This design comes from an exercise in tuning for small area, a short achievable clock period and few clock cycles per item on the open sky130 flow, not from production work. Function was checked by simulation only, so behaviour that the tests miss may differ from the original.

==> flow/design.v (excerpt) <==
module sm4Core (
  input  wire logic                             clk,
  input  wire logic                             rst_n,
  input  wire logic                             start,
  input  wire logic                             decrypt,
  input  wire logic [sm4CorePkg::BLOCK_W-1:0]   key,
  input  wire logic [sm4CorePkg::BLOCK_W-1:0]   textIn,
  output logic [sm4CorePkg::BLOCK_W-1:0]        textOut,
  output logic                                  done
);
  localparam logic [ROUND_W-1:0] CNT_LAST = ROUND_W'(ROUNDS - 1);
  logic               busy;
  logic               spec;
  logic               hitR;
  logic               rounds;
  logic               decMode;
  logic               valid;
  logic [ROUND_W-1:0] cnt;
  logic [ROUND_W-1:0] cntNext;
  logic               accept;
  logic               missNow;
  logic               lastRound;
  logic               toRounds;
  logic               keyBack;
  logic               dataRound;
  logic               saveEnd;
  logic               keyBackNext;
  logic [BLOCK_W-1:0] keyIn;
  logic [BLOCK_W-1:0] kw;
  logic [BLOCK_W-1:0] ko;
  assign keyIn     = key ^ sm4TablesPkg::FK;
  assign accept    = start && !busy;
  assign missNow   = spec && !hitR;
  assign lastRound = busy && rounds && !spec && (cnt == '0);
  assign toRounds  = busy && !rounds && (!decMode || cnt == CNT_LAST);
  always_comb
  begin
    if (accept)
      cntNext = decrypt ? CNT_LAST : ROUND_W'(1);
    else if (!busy || lastRound || missNow)
      cntNext = '0;
    else if (rounds ? decMode : (decMode && cnt == CNT_LAST))
      cntNext = rounds ? cnt - 1'b1 : cnt;
    else
      cntNext = cnt + 1'b1;
  end
  assign keyBackNext = accept ? decrypt
                              : (busy && !lastRound && !missNow && decMode && (rounds || toRounds));
  always_ff @(posedge clk or negedge rst_n)
  begin
    if (!rst_n)
    begin
      busy      <= 1'b0;
      spec      <= 1'b0;
      hitR      <= 1'b0;
  ...
For scale: ~460 flip-flops, ~45,000 sq um of cells after synthesis.
export LEC_CHECK = 0
export CAP_MARGIN = 20
export CORE_MARGIN = 2
export CORE_UTILIZATION = 55
export PLACE_DENSITY = 0.7
export SETUP_SLACK_MARGIN = 5
export SLEW_MARGIN = 20
export TNS_END_PERCENT = 0
create_clock -name core_clock -period 11.0 [get_ports {clk}]
standard.sh (not shown) runs the stock make flow with config.mk's settings and CLKGATE_MAP_FILE= SYNTH_SCRIPT=/design/flow/synth_recipe.tcl, a recipe that flattens the netlist after the stock synthesis.
==> flow/flow/run.sh <==
#!/bin/bash
# Own layout flow: the standard flow (standard.sh) with two changes.
#  - Synthesis is the standard one except for the ABC script that maps the
#    logic between the registers: flow/abc.script (ORFS's area script, a
#    delay-driven map with area recovery) instead of the speed script.
#    The flip-flops are mapped before ABC runs and ABC does not touch them,
#    so registers, their names and cells are the standard synthesis's.
#  - flow/knobs.txt adds ORFS variables to the make calls: the port buffers
#    are buf_1 cells (every port still gets one), and the timing repair
#    aims at a larger setup margin. The clock and constraints are the standard flow's.
# Each tool's full output goes to a log file of its own in this folder
# (synth.log, layout.log, and ORFS's own logs under orfs/logs).
set -euo pipefail
here=$(pwd)
fdir=$here/flow

# synthesis script: synth_recipe.tcl with ORFS's synth.tcl swapped for a copy
# whose abc call uses flow/abc.script.
sed "s#^  log_cmd abc {\*}\$abc_args#  set abc_args [lreplace \$abc_args 1 1 $fdir/abc.script]\n  log_cmd abc {*}\$abc_args#" \
  "$FLOW_HOME/scripts/synth.tcl" > "$here/own_synth.tcl"
grep -q "abc.script" "$here/own_synth.tcl"
sed "s#\$::env(SCRIPTS_DIR)/synth.tcl#$here/own_synth.tcl#" "$here/synth_recipe.tcl" > "$here/own_synth_recipe.tcl"
grep -q "own_synth.tcl" "$here/own_synth_recipe.tcl"

knobs=()
if [[ -f $fdir/knobs.txt ]]; then
  while IFS= read -r line; do
    [[ -n "$line" && "$line" != \#* ]] && knobs+=("$line")
  done < "$fdir/knobs.txt"
fi

bash standard.sh "SYNTH_SCRIPT=$here/own_synth_recipe.tcl" "${knobs[@]}" synth > "$here/synth.log" 2>&1
bash standard.sh "SYNTH_SCRIPT=$here/own_synth_recipe.tcl" "${knobs[@]}" finish > "$here/layout.log" 2>&1
test -f "$here/out/final.def"
==> flow/flow/abc.script <==
strash
dch
map -B 0.9
topo
stime -c
buffer -c
upsize -c
dnsize -c
==> flow/flow/knobs.txt <==
BUFFER_PORTS_ARGS=-buffer_cell sky130_fd_sc_hd__buf_1
SETUP_SLACK_MARGIN=6.5
Testbench counts at the start, summed over its fixed seeds: cycles 56,002, blocks 1,600.
Edit:
==> flow/flow/knobs.txt (replaced) <==
BUFFER_PORTS_ARGS=-buffer_cell sky130_fd_sc_hd__buf_1
SETUP_SLACK_MARGIN=5.75
--- a/flow/config.mk
+++ b/flow/config.mk
@@ -9,4 +9,3 @@
 export CORE_MARGIN = 2
-export CORE_UTILIZATION = 55
-export PLACE_DENSITY = 0.7
+export CORE_UTILIZATION = 60
 export SETUP_SLACK_MARGIN = 5
Outcome: The new run completed with no timing, DRC or antenna violations; routed wire length shrinks by 8.7%; critical path depth grows by 17; final cell count shrinks by about 3%; setup slack got worse by 600 ps; cell area shrinks by about 8%; via count shrinks by 2.3%; fmax shrinks by 12%; first-iteration DRC count grows by 9.6%; clock skew grows by 15 ps.
Edit:
==> flow/flow/knobs.txt (replaced) <==
BUFFER_PORTS_ARGS=-buffer_cell sky130_fd_sc_hd__buf_1
SETUP_SLACK_MARGIN=7
Effect: Hold slack gains 27 ps. Area after synthesis does not change. Die area does not change. Wire length came out higher by about 20%. Clock skew drops by 5.3 ps. Clock-buffer cell count rises by 3. Utilization grows by 15 points. Flip-flop and latch count is unchanged.

-- re-timing with driven ports --
The flow's constraints put no driver on any port. The routed layouts listed below were extracted and timed again, unchanged, in two steps. Step 1 sets driving cells, clkbuf_16 on the clock port and buf_2 on the other inputs (assumed; they add their load-dependent delay and slew). Step 2 times the ports against the registers' clock, not the clock port: input delays grow and output delays shrink by t, the midpoint of the rising clock arrivals with the driver on. Slacks: ideal ports / drivers / drivers and shift; pairs: ideal ports / drivers.
| run | shift t [ns] | setup WS [ns] | worst setup path at the end | worst register clock-pin slew, ns | pins driven straight from the clock port |
|---|---|---|---|---|---|
| the first run | 0.675 | 6.482 / 6.510 / 5.835 | input to register | 0.07 / 0.07 | 1 |
| the second run | 0.670 | 5.882 / 5.882 / 5.256 | input to register | 0.07 / 0.07 | 1 |
| the third run | 0.681 | 6.489 / 6.489 / 5.915 | input to register | 0.07 / 0.07 | 1 |
After both steps setup and hold are still met in every run listed. The setup slack of the first run, which loses most, moves by +0.028 ns with the drivers and by -0.647 ns with both steps.
